This design comes from an exercise in tuning for small area on the open sky130 flow, not from production work.
Function was checked by simulation only, so behaviour that the tests miss may differ from the original.
Power and IR drop assume default switching activity.

==> flow/design.v <==
`timescale 1ns/1ns
package tg_cfg_pkg;
  typedef enum logic [2:0] {
    PAT_RANDOM     = 3'd0,
    PAT_COMPLEMENT = 3'd1,
    PAT_TRANSPOSE  = 3'd2,
    PAT_NEIGHBOR   = 3'd3,
    PAT_TORNADO    = 3'd4
  } pattern_e;
  localparam int RAND_W = 32;
  localparam int TXN_W = 16;
  localparam int STAT_W = 16;
  localparam logic [RAND_W-1:0] LFSR_RESET_SEED = 32'h0000_0001;
endpackage
`timescale 1ns/1ns
package tg_noc_pkg;
  typedef logic [1:0] coord_t;
  typedef logic [0:0] port_t;
  typedef enum logic [2:0] {
    DIR_N = 3'd0,
    DIR_S = 3'd1,
    DIR_E = 3'd2,
    DIR_W = 3'd3,
    DIR_L = 3'd4  
  } dir_e;
endpackage
`timescale 1ns/1ns
`timescale 1ns/1ns
`timescale 1ns/1ns
`timescale 1ns/1ns
module tg_aoi222 (
  input  logic a1,
  input  logic a2,
  input  logic b1,
  input  logic b2,
  input  logic c1,
  input  logic c2,
  output logic y
);
  assign y = ~((a1 & a2) | (b1 & b2) | (c1 & c2));
endmodule
module tg_aoi22 (
  input  logic a1,
  input  logic a2,
  input  logic b1,
  input  logic b2,
  output logic y
);
  assign y = ~((a1 & a2) | (b1 & b2));
endmodule
`timescale 1ns/1ns
module tg_traffic_gen_top #(
  parameter int MESH_X      = 4,
  parameter int MESH_Y      = 4,
  parameter int LOCAL_PORTS = 2,
  parameter int SENDER_NUM  = MESH_X * MESH_Y * LOCAL_PORTS,
  parameter int CREDIT_NUM  = 2,
  localparam int IDX_W      = (SENDER_NUM > 1) ? $clog2(SENDER_NUM) : 1
) (
  input  logic                          clk,
  input  logic                          rstn,
  input  logic                          run_i,
  input  logic                          seed_load_i,
  input  logic [tg_cfg_pkg::RAND_W-1:0] seed_src_i,
  input  logic [tg_cfg_pkg::RAND_W-1:0] seed_tgt_i,
  input  logic [2:0]                    pattern_i,
  input  logic [SENDER_NUM-1:0]         credit_return_i,
  input  logic [IDX_W-1:0]              stat_sel_i,
  output logic [SENDER_NUM-1:0]         test_vld_o,
  output tg_noc_pkg::coord_t            test_tgt_x_o,
  output tg_noc_pkg::coord_t            test_tgt_y_o,
  output tg_noc_pkg::port_t             test_tgt_port_o,
  output logic [2:0]                    test_route_o,
  output logic [tg_cfg_pkg::TXN_W-1:0]  test_txn_id_o,
  output logic [tg_cfg_pkg::STAT_W-1:0] gen_total_o,
  output logic [tg_cfg_pkg::STAT_W-1:0] sent_total_o,
  output logic [tg_cfg_pkg::STAT_W-1:0] stat_sent_o
);
  localparam int RW = tg_cfg_pkg::RAND_W;
  localparam int SW = tg_cfg_pkg::STAT_W;
  localparam int TW = tg_cfg_pkg::TXN_W;
  logic [RW-1:0] src_q;
  logic [RW-1:0] tgt_q;
  logic [RW-1:0] src_d, tgt_d;
  logic          lfsr_ld, lfsr_sh, lfsr_hd;
  assign lfsr_ld = seed_load_i;  
  assign lfsr_sh = !seed_load_i && run_i;
  assign lfsr_hd = !seed_load_i && !run_i;
  for (genvar i = 0; i < RW; i++) begin : g_lfsr
    logic src_in, tgt_in, src_n, tgt_n;
    if (i == 0) begin : g_fb
      assign src_in = src_q[31] ^ src_q[21] ^ src_q[1] ^ src_q[0];
      assign tgt_in = tgt_q[31] ^ tgt_q[21] ^ tgt_q[1] ^ tgt_q[0];
    end else begin : g_sh
      assign src_in = src_q[i-1];
      assign tgt_in = tgt_q[i-1];
    end
    tg_aoi222 u_src (
      .a1 (lfsr_ld), .a2 (seed_src_i[i]),
      .b1 (lfsr_sh), .b2 (src_in),
      .c1 (lfsr_hd), .c2 (src_q[i]),
      .y  (src_n)
    );
    tg_aoi222 u_tgt (
      .a1 (lfsr_ld), .a2 (seed_tgt_i[i]),
      .b1 (lfsr_sh), .b2 (tgt_in),
      .c1 (lfsr_hd), .c2 (tgt_q[i]),
      .y  (tgt_n)
    );
    assign src_d[i] = ~src_n;
    assign tgt_d[i] = ~tgt_n;
  end
  always_ff @(posedge clk or negedge rstn) begin
    if (!rstn) begin
      src_q <= tg_cfg_pkg::LFSR_RESET_SEED;
      tgt_q <= tg_cfg_pkg::LFSR_RESET_SEED;
    end else begin
      src_q <= src_d;
      tgt_q <= tgt_d;
    end
  end
  tg_noc_pkg::coord_t cx, cy, ctx, cty;
  logic               cport, ctport;
  assign cx     = src_q[1:0];
  assign cy     = src_q[30:29];
  assign cport  = src_q[0] ^ tgt_q[30];
  assign ctport = src_q[30] ^ tgt_q[0];
  always_comb begin
    case (pattern_i)
      3'd1: begin  
        ctx = 2'd3 - cx;
        cty = 2'd3 - cy;
      end
      3'd2: begin  
        ctx = cy;
        cty = cx;
      end
      3'd3, 3'd4: begin  
        ctx = cx + 2'd1;
        cty = cy;
      end
      default: begin  
        ctx = tgt_q[1:0];
        cty = tgt_q[30:29];
      end
    endcase
  end
  logic             live_q;
  logic [IDX_W-1:0] idx_q;
  logic [1:0]       tx_q, ty_q;
  logic             tport_q;
  logic [1:0]       sx, sy;
  logic             vld;
  logic             issue;
  logic [2:0]       route;
  always_ff @(posedge clk or negedge rstn) begin
    if (!rstn) begin
      live_q <= 1'b0;
    end else begin
      live_q <= 1'b1;
    end
  end
  always_ff @(posedge clk) begin
    idx_q   <= {cx, cy, cport};
    tx_q    <= ctx;
    ty_q    <= cty;
    tport_q <= ctport;
  end
  assign sx = idx_q[4:3];
  assign sy = idx_q[2:1];
  always_comb begin
    if (tx_q > sx) begin
      route = 3'd2;  
    end else if (tx_q < sx) begin
      route = 3'd3;  
    end else if (ty_q > sy) begin
      route = 3'd0;  
    end else if (ty_q < sy) begin
      route = 3'd1;  
    end else begin
      route = 3'd4;  
    end
  end
  assign vld = live_q && ((tx_q != sx) || (ty_q != sy));  
  logic [SENDER_NUM-1:0] out1_q;
  logic [SENDER_NUM-1:0] out2_q;
  assign issue = vld && !out2_q[idx_q];  
  always_comb begin
    test_vld_o = '0;
    if (issue) begin
      test_vld_o[idx_q] = 1'b1;
    end
  end
  always_ff @(posedge clk or negedge rstn) begin
    if (!rstn) begin
      out1_q <= '0;
      out2_q <= '0;
    end else begin
      out1_q <= test_vld_o | out2_q | (out1_q & ~credit_return_i);
      out2_q <= ~credit_return_i & (out2_q | (out1_q & test_vld_o));
    end
  end
  logic [TW-1:0] txn_q;       
  logic [SW-1:0] gen_q;       
  logic [SW-1:0] cnt_q [SENDER_NUM];
  logic [TW:0]   txn_cy;
  logic [SW:0]   gen_cy;
  assign txn_cy[0] = issue;
  assign gen_cy[0] = vld;  
  for (genvar i = 0; i < SW; i++) begin : g_tot
    assign txn_cy[i+1] = txn_cy[i] & txn_q[i];
    assign gen_cy[i+1] = gen_cy[i] & gen_q[i];
  end
  always_ff @(posedge clk or negedge rstn) begin
    if (!rstn) begin
      txn_q <= '0;
      gen_q <= '0;
    end else begin
      txn_q <= txn_q ^ txn_cy[TW-1:0];
      gen_q <= gen_q ^ gen_cy[SW-1:0];
    end
  end
  for (genvar s = 0; s < SENDER_NUM; s++) begin : g_cnt
    logic [SW:0] cyc;
    assign cyc[0] = test_vld_o[s];
    for (genvar i = 0; i < SW; i++) begin : g_bit
      assign cyc[i+1] = cyc[i] & cnt_q[s][i];
    end
    always_ff @(posedge clk or negedge rstn) begin
      if (!rstn) begin
        cnt_q[s] <= '0;
      end else begin
        cnt_q[s] <= cnt_q[s] ^ cyc[SW-1:0];
      end
    end
  end
  localparam int GRP = (SENDER_NUM + 2) / 3;
  logic [3*GRP-1:0]  sel_oh;
  logic [SW-1:0]     grp_n [GRP];
  logic [SW-1:0]     cnt_x [3*GRP];
  for (genvar s = 0; s < 3 * GRP; s++) begin : g_sel
    if (s < SENDER_NUM) begin : g_used
      assign sel_oh[s] = (stat_sel_i == IDX_W'(s));
      assign cnt_x[s]  = cnt_q[s];
    end else begin : g_pad
      assign sel_oh[s] = 1'b0;
      assign cnt_x[s]  = '0;
    end
  end
  for (genvar k = 0; k < GRP; k++) begin : g_grp
    for (genvar b = 0; b < SW; b++) begin : g_bit
      if (3 * k + 2 < SENDER_NUM) begin : g_three
        tg_aoi222 u_aoi (
          .a1 (sel_oh[3*k]),   .a2 (cnt_x[3*k][b]),
          .b1 (sel_oh[3*k+1]), .b2 (cnt_x[3*k+1][b]),
          .c1 (sel_oh[3*k+2]), .c2 (cnt_x[3*k+2][b]),
          .y  (grp_n[k][b])
        );
      end else begin : g_two
        tg_aoi22 u_aoi (
          .a1 (sel_oh[3*k]),   .a2 (cnt_x[3*k][b]),
          .b1 (sel_oh[3*k+1]), .b2 (cnt_x[3*k+1][b]),
          .y  (grp_n[k][b])
        );
      end
    end
  end
  always_comb begin
    stat_sent_o = '0;
    for (int k = 0; k < GRP; k++) begin
      stat_sent_o = stat_sent_o | ~grp_n[k];
    end
  end
  assign test_tgt_x_o    = tx_q;
  assign test_tgt_y_o    = ty_q;
  assign test_tgt_port_o = tport_q;
  assign test_route_o    = route;
  assign test_txn_id_o   = txn_q;
  assign gen_total_o     = gen_q;
  assign sent_total_o    = txn_q;
endmodule
export LEC_CHECK = 0
export CAP_MARGIN = 20
export CORE_MARGIN = 2
export CORE_UTILIZATION = 40
export CTS_BUF_LIST = sky130_fd_sc_hd__clkbuf_8
export CTS_CLUSTER_DIAMETER = 80
export CTS_CLUSTER_SIZE = 16
export SLEW_MARGIN = 20
export SYNTH_HIERARCHICAL = 1
export SYNTH_MINIMUM_KEEP_SIZE = 0
create_clock -name core_clock -period 5.5 [get_ports {clk}]
standard.sh (not shown) runs the stock make flow with config.mk's settings and CLKGATE_MAP_FILE= SYNTH_SCRIPT=/design/flow/synth_recipe.tcl, a recipe that flattens the netlist after the stock synthesis.
==> flow/flow/run.sh <==
#!/bin/bash
# Standard ORFS layout, with the port buffers made from the smallest buffer
# cell instead of the delay cell buffer_ports picks by default, and a clock
# tree without dummy balancing loads.
set -euo pipefail
export BUFFER_PORTS_ARGS="-buffer_cell sky130_fd_sc_hd__buf_1"
export CTS_ARGS="-sink_clustering_enable -repair_clock_nets -sink_clustering_size 16 -sink_clustering_max_diameter 80 -buf_list sky130_fd_sc_hd__clkbuf_8 -dont_use_dummy_load"
bash standard.sh finish > standard.log 2>&1
Then changed:
--- a/flow/design.v
+++ b/flow/design.v
@@ -25,10 +25,21 @@
   } dir_e;
 endpackage
 `timescale 1ns/1ns
 `timescale 1ns/1ns
 `timescale 1ns/1ns
+module tg_credit_next (
+  input  logic vld_i,
+  input  logic ret_i,
+  input  logic out1_i,
+  input  logic out2_i,
+  output logic out1_o,
+  output logic out2_o
+);
+  assign out1_o = vld_i | out2_i | (out1_i & ~ret_i);
+  assign out2_o = ~ret_i & (out2_i | (out1_i & vld_i));
+endmodule
 `timescale 1ns/1ns
 module tg_aoi222 (
   input  logic a1,
   input  logic a2,
   input  logic b1,
@@ -189,17 +200,29 @@
     test_vld_o = '0;
     if (issue) begin
       test_vld_o[idx_q] = 1'b1;
     end
   end
+  logic [SENDER_NUM-1:0] out1_d;
+  logic [SENDER_NUM-1:0] out2_d;
+  for (genvar s = 0; s < SENDER_NUM; s++) begin : g_credit
+    tg_credit_next u_next (
+      .vld_i  (test_vld_o[s]),
+      .ret_i  (credit_return_i[s]),
+      .out1_i (out1_q[s]),
+      .out2_i (out2_q[s]),
+      .out1_o (out1_d[s]),
+      .out2_o (out2_d[s])
+    );
+  end
   always_ff @(posedge clk or negedge rstn) begin
     if (!rstn) begin
       out1_q <= '0;
       out2_q <= '0;
     end else begin
-      out1_q <= test_vld_o | out2_q | (out1_q & ~credit_return_i);
-      out2_q <= ~credit_return_i & (out2_q | (out1_q & test_vld_o));
+      out1_q <= out1_d;
+      out2_q <= out2_d;
     end
   end
   logic [TW-1:0] txn_q;       
   logic [SW-1:0] gen_q;       
   logic [SW-1:0] cnt_q [SENDER_NUM];
Maximum frequency hardly moves.
Cell count stays flat.
Total power decreases by 0.87%.
Synthesized cell count hardly moves.
Setup slack got worse by 0.0073 ns.

[what the ideal ports hide]
How much do the figures lean on ideal ports? The routed layouts below were timed once more, with nothing changed but the port constraints. Step 1 sets driving cells, clkbuf_16 on the clock port and buf_2 on the other inputs (assumed; they add their load-dependent delay and slew). Step 2 moves the port delays by t, midway between the first and last clock arrival at a register: inputs arrive t later, outputs are due t later. That takes back most of the time a late clock gives input paths. Slacks: ideal / step 1 / step 2; pairs: ideal / step 1.
run | shift t [ns] | setup WS [ns] | hold WS [ns] | worst data-port slew with drivers (ns)
the first run | 0.698 | 0.269 / 0.269 / 0.269 | 0.435 / 0.433 / 0.466 | 0.07
the second run | 0.683 | 0.262 / 0.262 / 0.262 | 0.466 / 0.466 / 0.466 | 0.07
After both steps every run listed still meets setup and hold.
